This is an optimization exercise on Yosys and OpenROAD, whose aim is small area, a short achievable clock period and few clock cycles per item, not a production implementation.
The RTL was checked by simulation tests, not by an equivalence proof against the original design.

==> violet: inputs <==
==> flow/design.v (excerpt) <==
module zone_map_range_pruner (
  input  logic                          clk,
  input  logic                          rst,
  input  logic                          psel,
  input  logic                          penable,
  input  logic                          pwrite,
  input  logic [zmrp_pkg::ADDR_W-1:0]   paddr,
  input  logic [zmrp_pkg::DATA_W-1:0]   pwdata,
  output logic [zmrp_pkg::DATA_W-1:0]   prdata,
  output logic                          pready,
  input  logic                          ranges_valid,
  output logic                          ranges_ready,
  input  logic [zmrp_pkg::KEY_W-1:0]    ranges_range_min_key,
  input  logic [zmrp_pkg::KEY_W-1:0]    ranges_range_max_key,
  input  logic                          ranges_min_known,
  input  logic                          ranges_max_known,
  input  logic                          ranges_min_incl,
  input  logic                          ranges_max_incl,
  input  logic                          ranges_type_conflict,
  input  logic                          ranges_meta_present,
  input  logic                          ranges_meta_current,
  input  logic                          ranges_pred_compatible,
  input  logic [zmrp_pkg::PAGE_W-1:0]   ranges_page_span,
  output logic                          results_valid,
  input  logic                          results_ready,
  output logic                          results_pruned,
  output logic [zmrp_pkg::REASON_W-1:0] results_reason_code,
  output logic [zmrp_pkg::RCNT_W-1:0]   results_ranges_pruned_total,
  output logic [zmrp_pkg::RCNT_W-1:0]   results_ranges_scanned_total,
  output logic [zmrp_pkg::PSUM_W-1:0]   results_pages_pruned_total,
  output logic [zmrp_pkg::PSUM_W-1:0]   results_pages_scanned_total,
  output logic                          results_any_pruned_flag
);
==> flow/config.mk <==
export PLATFORM = sky130hd
export DESIGN_NAME = zone_map_range_pruner
export DESIGN_NICKNAME = zone_map_range_pruner
export VERILOG_FILES = /design/flow/design.v
export SDC_FILE = /design/flow/constraint.sdc
export NUM_CORES = 4
export LEC_CHECK = 0
export CAP_MARGIN = 20
export CORE_MARGIN = 2
export CORE_UTILIZATION = 40
export CTS_BUF_LIST = sky130_fd_sc_hd__clkbuf_8
export SETUP_SLACK_MARGIN = 2.0
export SLEW_MARGIN = 20
==> flow/constraint.sdc <==
create_clock -name core_clock -period 5.0 [get_ports {clk}]
set_input_delay 1.0000 -clock core_clock [delete_from_list [all_inputs] [get_ports {clk}]]
set_output_delay 1.0000 -clock core_clock [all_outputs]
set_load 0.01 [all_outputs]
standard.sh (not shown) runs the stock make flow with config.mk's settings and CLKGATE_MAP_FILE= SYNTH_SCRIPT=/design/flow/synth_recipe.tcl, a recipe that flattens the netlist after the stock synthesis.
==> flow/flow/run.sh <==
#!/bin/bash
# Layout flow: the standard synthesis, then the combinational logic is
# mapped again by ABC for delay (the registers stay as the standard synthesis
# made them, with the same names and cells), then the standard ORFS layout
# with the port buffers made of plain buf_1 cells.
set -euo pipefail
WORK=$(pwd)
R=$WORK/orfs/results/sky130hd/zone_map_range_pruner/base
PORTBUF="BUFFER_PORTS_ARGS=-buffer_cell sky130_fd_sc_hd__buf_1"
DELAY_PS=$(cat flow/abc_delay_ps)

# 1. standard synthesis, up to the Yosys netlist
bash standard.sh "$PORTBUF" "$R/1_2_yosys.v" > standard_synth.log 2>&1
cp "$R/1_2_yosys.v" "$R/1_2_yosys_standard.v"

# 2. map the combinational logic again, registers kept as they are
LIB=$FLOW_HOME/platforms/sky130hd/lib/sky130_fd_sc_hd__tt_025C_1v80.lib
SEQ=$(grep -oE 'cell \("?sky130_fd_sc_hd__(df|edf|sdf|dl|sdl|ebuf|einv|lpflow|conb)[a-z0-9_]*' "$LIB" \
      | sed 's/cell ("\{0,1\}//' | sort -u | tr '\n' ' ')
DONT=$(sed -n '/^export DONT_USE_CELLS/,/^#/p' "$FLOW_HOME/platforms/sky130hd/config.mk" \
       | grep -oE 'sky130_fd_sc_hd__[a-z0-9_]+' | sort -u | sed 's/^/-dont_use /' | tr '\n' ' ')
if [[ -f flow/extra_dont_use ]]; then
  DONT="$DONT $(sed 's/^/-dont_use /' flow/extra_dont_use | tr '\n' ' ')"
fi
cat > resynth.ys <<EOS
read_liberty -ignore_miss_func $LIB
blackbox $SEQ
read_verilog $R/1_2_yosys_standard.v
hierarchy -top $FLOW_TOP
flatten
opt_clean
abc -liberty $LIB $DONT -script +strash;dch,-f;map,-D,$DELAY_PS;topo;buffer,-p;upsize,-D,$DELAY_PS;dnsize,-D,$DELAY_PS
opt_clean -purge
hilomap -singleton -hicell sky130_fd_sc_hd__conb_1 HI -locell sky130_fd_sc_hd__conb_1 LO
splitnets
opt_clean -purge
insbuf -buf sky130_fd_sc_hd__buf_4 A X
select $FLOW_TOP
write_verilog -noattr -noexpr -nohex -nodec -selected $R/1_2_yosys.v
select -clear
stat -liberty $LIB
EOS
yosys -s resynth.ys > resynth.log 2>&1
touch "$R/1_2_yosys.v"

# 3. the standard layout from the new netlist
EXTRA=()
if [[ -f flow/pre_resize.tcl ]]; then EXTRA+=("PRE_RESIZE_TCL=$WORK/flow/pre_resize.tcl"); fi
if [[ -f flow/extra_dont_use ]]; then
  PLAT_DONT=$(sed -n '/^export DONT_USE_CELLS/,/^#/p' "$FLOW_HOME/platforms/sky130hd/config.mk" \
              | grep -oE 'sky130_fd_sc_hd__[a-z0-9_]+' | tr '\n' ' ')
  EXTRA+=("DONT_USE_CELLS=$PLAT_DONT $(tr '\n' ' ' < flow/extra_dont_use)")
fi
if [[ -f flow/make_vars ]]; then while read -r v; do [[ -n "$v" ]] && EXTRA+=("$v"); done < flow/make_vars; fi
bash standard.sh "$PORTBUF" "${EXTRA[@]}" finish > standard_layout.log 2>&1
==> flow/flow/extra_dont_use <==
sky130_fd_sc_hd__clkdlybuf4s15_1
sky130_fd_sc_hd__clkdlybuf4s15_2
sky130_fd_sc_hd__clkdlybuf4s18_1
sky130_fd_sc_hd__clkdlybuf4s18_2
sky130_fd_sc_hd__clkdlybuf4s25_1
sky130_fd_sc_hd__clkdlybuf4s25_2
sky130_fd_sc_hd__clkdlybuf4s50_1
sky130_fd_sc_hd__clkdlybuf4s50_2
sky130_fd_sc_hd__dlygate4sd1_1
sky130_fd_sc_hd__dlygate4sd2_1
sky130_fd_sc_hd__dlygate4sd3_1
sky130_fd_sc_hd__dlymetal6s2s_1
sky130_fd_sc_hd__dlymetal6s4s_1
sky130_fd_sc_hd__dlymetal6s6s_1
Other scripts of this flow, unchanged in this note and not shown: flow/flow/abc_delay_ps
==> garnet (differences from violet) <==
--- a/flow/design.v
+++ b/flow/design.v
@@ -34,70 +34,81 @@
     logic             lower_enable;
     logic             upper_enable;
     logic             lower_incl;
     logic             upper_incl;
     logic             version_recheck_planned;
     logic             security_recheck_planned;
   } cfg_t;
   typedef struct packed {
-    logic                below;           
-    logic                above;           
-    logic [REASON_W-1:0] meta_code;       
-    logic                type_conflict;
+    logic                pruned;
+    logic [REASON_W-1:0] reason_code;
     logic [PAGE_W-1:0]   page_span;
   } cls_t;
 endpackage
 `timescale 1ns / 1ps
 import zmrp_pkg::*;
 module zmrp_front (
   input  logic [zmrp_pkg::KEY_W-1:0]    ranges_range_min_key,
   input  logic [zmrp_pkg::KEY_W-1:0]    ranges_range_max_key,
   input  logic                          ranges_min_known,
   input  logic                          ranges_max_known,
   input  logic                          ranges_min_incl,
   input  logic                          ranges_max_incl,
+  input  logic                          ranges_type_conflict,
   input  logic                          ranges_meta_present,
   input  logic                          ranges_meta_current,
   input  logic                          ranges_pred_compatible,
   input  zmrp_pkg::cfg_t                cfg,
-  output logic                          below,
-  output logic                          above,
-  output logic [zmrp_pkg::REASON_W-1:0] meta_code
+  output logic                          pruned,
+  output logic [zmrp_pkg::REASON_W-1:0] reason_code
 );
   function automatic logic lt_or_tie(input logic [KEY_W-1:0] a,
                                      input logic [KEY_W-1:0] b,
                                      input logic             tie);
     logic [KEY_W-1:0] g;
     logic [KEY_W-1:0] p;
     g = b & ~a;
     p = b | ~a;
     for (int s = 1; s < KEY_W; s = s * 2) begin
       for (int i = 0; i < KEY_W; i = i + 2 * s) begin
         g[i+2*s-1] = g[i+2*s-1] | (p[i+2*s-1] & g[i+s-1]);
         p[i+2*s-1] = p[i+2*s-1] & p[i+s-1];
       end
     end
     lt_or_tie = g[KEY_W-1] | (p[KEY_W-1] & tie);
   endfunction
-  assign below = lt_or_tie(ranges_range_max_key, cfg.lower_bound_key,
-                           !ranges_max_incl || !cfg.lower_incl);
-  assign above = lt_or_tie(cfg.upper_bound_key, ranges_range_min_key,
-                           !ranges_min_incl || !cfg.upper_incl);
+  logic below_lower;
+  logic above_upper;
+  logic excluded;
+  assign below_lower = lt_or_tie(ranges_range_max_key, cfg.lower_bound_key,
+                                 !ranges_max_incl || !cfg.lower_incl);
+  assign above_upper = lt_or_tie(cfg.upper_bound_key, ranges_range_min_key,
+                                 !ranges_min_incl || !cfg.upper_incl);
+  assign excluded    = (cfg.lower_enable && below_lower) ||
+                       (cfg.upper_enable && above_upper);
   always_comb begin
-    if (!ranges_meta_present) begin
-      meta_code = REASON_META_MISSING;
+    pruned = 1'b0;
+    if (!cfg.version_recheck_planned) begin
+      reason_code = REASON_NO_VERSION;
+    end else if (!cfg.security_recheck_planned) begin
+      reason_code = REASON_NO_SECURITY;
+    end else if (!ranges_meta_present) begin
+      reason_code = REASON_META_MISSING;
     end else if (!ranges_meta_current) begin
-      meta_code = REASON_STALE;
+      reason_code = REASON_STALE;
     end else if (!ranges_pred_compatible) begin
-      meta_code = REASON_INCOMPATIBLE;
+      reason_code = REASON_INCOMPATIBLE;
     end else if (!ranges_min_known || !ranges_max_known) begin
-      meta_code = REASON_NO_BOUNDS;
+      reason_code = REASON_NO_BOUNDS;
+    end else if (!ranges_type_conflict && excluded) begin
+      pruned      = 1'b1;
+      reason_code = REASON_PRUNED;
     end else begin
-      meta_code = REASON_NO_PROOF;
+      reason_code = REASON_NO_PROOF;
     end
   end
 endmodule
 `timescale 1ns / 1ps
 import zmrp_pkg::*;
 module zmrp_queue (
   input  logic            clk,
   input  logic            rst,
@@ -129,17 +140,16 @@
 `timescale 1ns / 1ps
 import zmrp_pkg::*;
 module zmrp_back (
   input  logic                          clk,
   input  logic                          rst,
   input  logic                          in_valid,
   output logic                          in_ready,
   input  zmrp_pkg::cls_t                head,
-  input  zmrp_pkg::cfg_t                cfg,
   output logic                          results_valid,
   input  logic                          results_ready,
   output logic                          results_pruned,
   output logic [zmrp_pkg::REASON_W-1:0] results_reason_code,
   output logic [zmrp_pkg::RCNT_W-1:0]   results_ranges_pruned_total,
   output logic [zmrp_pkg::RCNT_W-1:0]   results_ranges_scanned_total,
   output logic [zmrp_pkg::PSUM_W-1:0]   results_pages_pruned_total,
   output logic [zmrp_pkg::PSUM_W-1:0]   results_pages_scanned_total,
@@ -155,38 +165,20 @@
   logic                seen_prune;
   logic                pop;
   logic                to_pruned;
   logic                to_scanned;
   logic [RCNT_W-1:0]   pruned_count_next;
   logic [RCNT_W-1:0]   scanned_count_next;
   logic [PSUM_W-1:0]   pruned_sum_next;
   logic [PSUM_W-1:0]   scanned_sum_next;
-  logic                head_pruned;
-  logic [REASON_W-1:0] head_reason;
-  always_comb begin
-    head_pruned = 1'b0;
-    if (!cfg.version_recheck_planned) begin
-      head_reason = REASON_NO_VERSION;
-    end else if (!cfg.security_recheck_planned) begin
-      head_reason = REASON_NO_SECURITY;
-    end else if (head.meta_code != REASON_NO_PROOF) begin
-      head_reason = head.meta_code;
-    end else if (!head.type_conflict &&
-                 ((cfg.lower_enable && head.below) || (cfg.upper_enable && head.above))) begin
-      head_pruned = 1'b1;
-      head_reason = REASON_PRUNED;
-    end else begin
-      head_reason = REASON_NO_PROOF;
-    end
-  end
   assign in_ready = !out_valid || results_ready;
   assign pop      = in_valid && in_ready;
-  assign to_pruned  = pop && head_pruned;
-  assign to_scanned = pop && !head_pruned;
+  assign to_pruned  = pop && head.pruned;
+  assign to_scanned = pop && !head.pruned;
   function automatic logic [PSUM_W-1:0] add_sat(input logic [PSUM_W-1:0] q,
                                                 input logic [PAGE_W-1:0] a);
     logic [PAGE_W-1:0]      g;
     logic [PAGE_W-1:0]      p;
     logic [PAGE_W-1:0]      x;
     logic [PSUM_W:PAGE_W]   run;
     logic [PSUM_W-1:0]      sum;
     x = q[PAGE_W-1:0] ^ a;
@@ -239,18 +231,18 @@
       if (to_scanned) begin
         scanned_range_count <= scanned_count_next;
         scanned_page_sum    <= scanned_sum_next;
       end
     end
   end
   always_ff @(posedge clk) begin
     if (pop) begin
-      pruned      <= head_pruned;
-      reason_code <= head_reason;
+      pruned      <= head.pruned;
+      reason_code <= head.reason_code;
     end
   end
   assign results_valid                = out_valid;
   assign results_pruned               = pruned;
   assign results_reason_code          = reason_code;
   assign results_ranges_pruned_total  = pruned_range_count;
   assign results_ranges_scanned_total = scanned_range_count;
   assign results_pages_pruned_total   = pruned_page_sum;
@@ -291,16 +283,18 @@
   output logic [zmrp_pkg::PSUM_W-1:0]   results_pages_pruned_total,
   output logic [zmrp_pkg::PSUM_W-1:0]   results_pages_scanned_total,
   output logic                          results_any_pruned_flag
 );
   zmrp_pkg::cfg_t       cfg;
   logic                 cfg_wr;
   logic [REG_IDX_W-1:0] reg_idx;
   logic [7:0]           rd_sel;
+  logic                 cls_pruned;
+  logic [REASON_W-1:0]  cls_reason;
   zmrp_pkg::cls_t       cls;
   zmrp_pkg::cls_t       head;
   logic                 head_valid;
   logic                 head_ready;
   assign pready  = 1'b1;
   assign cfg_wr  = psel && penable && pwrite;
   assign reg_idx = paddr[ADDR_W-1:3];
   always_ff @(posedge clk) begin
@@ -336,25 +330,26 @@
   end
   zmrp_front u_front (
     .ranges_range_min_key   (ranges_range_min_key),
     .ranges_range_max_key   (ranges_range_max_key),
     .ranges_min_known       (ranges_min_known),
     .ranges_max_known       (ranges_max_known),
     .ranges_min_incl        (ranges_min_incl),
     .ranges_max_incl        (ranges_max_incl),
+    .ranges_type_conflict   (ranges_type_conflict),
     .ranges_meta_present    (ranges_meta_present),
     .ranges_meta_current    (ranges_meta_current),
     .ranges_pred_compatible (ranges_pred_compatible),
     .cfg                    (cfg),
-    .below                  (cls.below),
-    .above                  (cls.above),
-    .meta_code              (cls.meta_code)
+    .pruned                 (cls_pruned),
+    .reason_code            (cls_reason)
   );
-  assign cls.type_conflict = ranges_type_conflict;
+  assign cls.pruned      = cls_pruned;
+  assign cls.reason_code = cls_reason;
   assign cls.page_span   = ranges_page_span;
   zmrp_queue u_queue (
     .clk       (clk),
     .rst       (rst),
     .in_valid  (ranges_valid),
     .in_ready  (ranges_ready),
     .din       (cls),
     .out_valid (head_valid),
@@ -362,17 +357,16 @@
     .dout      (head)
   );
   zmrp_back u_back (
     .clk                          (clk),
     .rst                          (rst),
     .in_valid                     (head_valid),
     .in_ready                     (head_ready),
     .head                         (head),
-    .cfg                          (cfg),
     .results_valid                (results_valid),
     .results_ready                (results_ready),
     .results_pruned               (results_pruned),
     .results_reason_code          (results_reason_code),
     .results_ranges_pruned_total  (results_ranges_pruned_total),
     .results_ranges_scanned_total (results_ranges_scanned_total),
     .results_pages_pruned_total   (results_pages_pruned_total),
     .results_pages_scanned_total  (results_pages_scanned_total),
--- a/flow/flow/run.sh
+++ b/flow/flow/run.sh
@@ -12,21 +12,18 @@
 # 1. standard synthesis, up to the Yosys netlist
 bash standard.sh "$PORTBUF" "$R/1_2_yosys.v" > standard_synth.log 2>&1
 cp "$R/1_2_yosys.v" "$R/1_2_yosys_standard.v"
 
 # 2. map the combinational logic again, registers kept as they are
 LIB=$FLOW_HOME/platforms/sky130hd/lib/sky130_fd_sc_hd__tt_025C_1v80.lib
 SEQ=$(grep -oE 'cell \("?sky130_fd_sc_hd__(df|edf|sdf|dl|sdl|ebuf|einv|lpflow|conb)[a-z0-9_]*' "$LIB" \
       | sed 's/cell ("\{0,1\}//' | sort -u | tr '\n' ' ')
-DONT=$(sed -n '/^export DONT_USE_CELLS/,/^#/p' "$FLOW_HOME/platforms/sky130hd/config.mk" \
-       | grep -oE 'sky130_fd_sc_hd__[a-z0-9_]+' | sort -u | sed 's/^/-dont_use /' | tr '\n' ' ')
-if [[ -f flow/extra_dont_use ]]; then
-  DONT="$DONT $(sed 's/^/-dont_use /' flow/extra_dont_use | tr '\n' ' ')"
-fi
+DONT=$(grep -oE 'sky130_fd_sc_hd__[a-z0-9_]+' "$FLOW_HOME/platforms/sky130hd/config.mk" \
+       | sort -u | sed 's/^/-dont_use /' | tr '\n' ' ')
 cat > resynth.ys <<EOS
 read_liberty -ignore_miss_func $LIB
 blackbox $SEQ
 read_verilog $R/1_2_yosys_standard.v
 hierarchy -top $FLOW_TOP
 flatten
 opt_clean
 abc -liberty $LIB $DONT -script +strash;dch,-f;map,-D,$DELAY_PS;topo;buffer,-p;upsize,-D,$DELAY_PS;dnsize,-D,$DELAY_PS
@@ -41,15 +38,10 @@
 stat -liberty $LIB
 EOS
 yosys -s resynth.ys > resynth.log 2>&1
 touch "$R/1_2_yosys.v"
 
 # 3. the standard layout from the new netlist
 EXTRA=()
 if [[ -f flow/pre_resize.tcl ]]; then EXTRA+=("PRE_RESIZE_TCL=$WORK/flow/pre_resize.tcl"); fi
-if [[ -f flow/extra_dont_use ]]; then
-  PLAT_DONT=$(sed -n '/^export DONT_USE_CELLS/,/^#/p' "$FLOW_HOME/platforms/sky130hd/config.mk" \
-              | grep -oE 'sky130_fd_sc_hd__[a-z0-9_]+' | tr '\n' ' ')
-  EXTRA+=("DONT_USE_CELLS=$PLAT_DONT $(tr '\n' ' ' < flow/extra_dont_use)")
-fi
 if [[ -f flow/make_vars ]]; then while read -r v; do [[ -n "$v" ]] && EXTRA+=("$v"); done < flow/make_vars; fi
 bash standard.sh "$PORTBUF" "${EXTRA[@]}" finish > standard_layout.log 2>&1
==> flow/flow/pre_resize.tcl (new file) <==
set_max_fanout 12 [current_design]
Settings changed: CTS_BUF_LIST sky130_fd_sc_hd__clkbuf_8 to default.
removed: flow/flow/extra_dont_use
==> notes <==
Between garnet and violet, the lower area after synthesis is in garnet (gap about 1%, measured against violet).
In violet the core utilization is lower than in garnet, by 1.9 points.
In garnet the via count is higher than in violet, by 0.94%.
In violet the first-iteration DRC count is smaller than in garnet, by about 1.8%.
==> figures <==
                                                                   violet                      garnet
Run status                                no timing/DRC/antenna violations  no timing/DRC/antenna violations
Area share of buffers outside the clock network                    0.09057                      0.1259
Sequential cell area                                        0.007367 sq mm              0.007311 sq mm
Post-synth net total                                                  2907                        2893
Layout cell share with drive strength beyond 1                     0.07452                      0.1063
Clock root cell                                  sky130_fd_sc_hd__clkbuf_8  sky130_fd_sc_hd__clkbuf_16
Global placement routability congestion                             0.9112                      0.9057
Startpoint Class                                                  register                  input port
Worst Path Buf+Inv                                                       1                           7
Area of the mapped netlist                                   0.01946 sq mm               0.01926 sq mm
Testbench counts of violet, summed over its fixed seeds: cycles 16,064, items 16,000.
Testbench counts of garnet, summed over its fixed seeds: cycles 16,064, items 16,000.

## what the ideal ports hide
Ports are ideal in the flow. The routed layouts listed here were re-timed in OpenROAD.
Step 1, drivers: a clkbuf_16 drives clk and a buf_2 each remaining input, both assumed.
Step 2, shift: input delay + t, output delay - t, t = (earliest + latest rising clock arrival at the registers) / 2. This alone moves slack from input paths to output paths.
Three values: no drivers, after step 1, after step 2; two values: the first two.
run | t, ns | setup slack, ns | worst hold slack (ns) | worst setup path after step 2 | worst register clock-pin slew, ns
violet | 0.685 | 2.123 / 2.083 / 1.617 | 0.477 / 0.477 / 0.477 | input to register | 0.07 / 0.07
garnet | 0.608 | 2.065 / 2.011 / 1.485 | 0.467 / 0.467 / 0.467 | input to register | 0.06 / 0.06
After both steps every run listed still meets setup and hold. The setup slack of garnet, which loses most, moves by -0.054 ns with the drivers and by -0.580 ns with both steps.
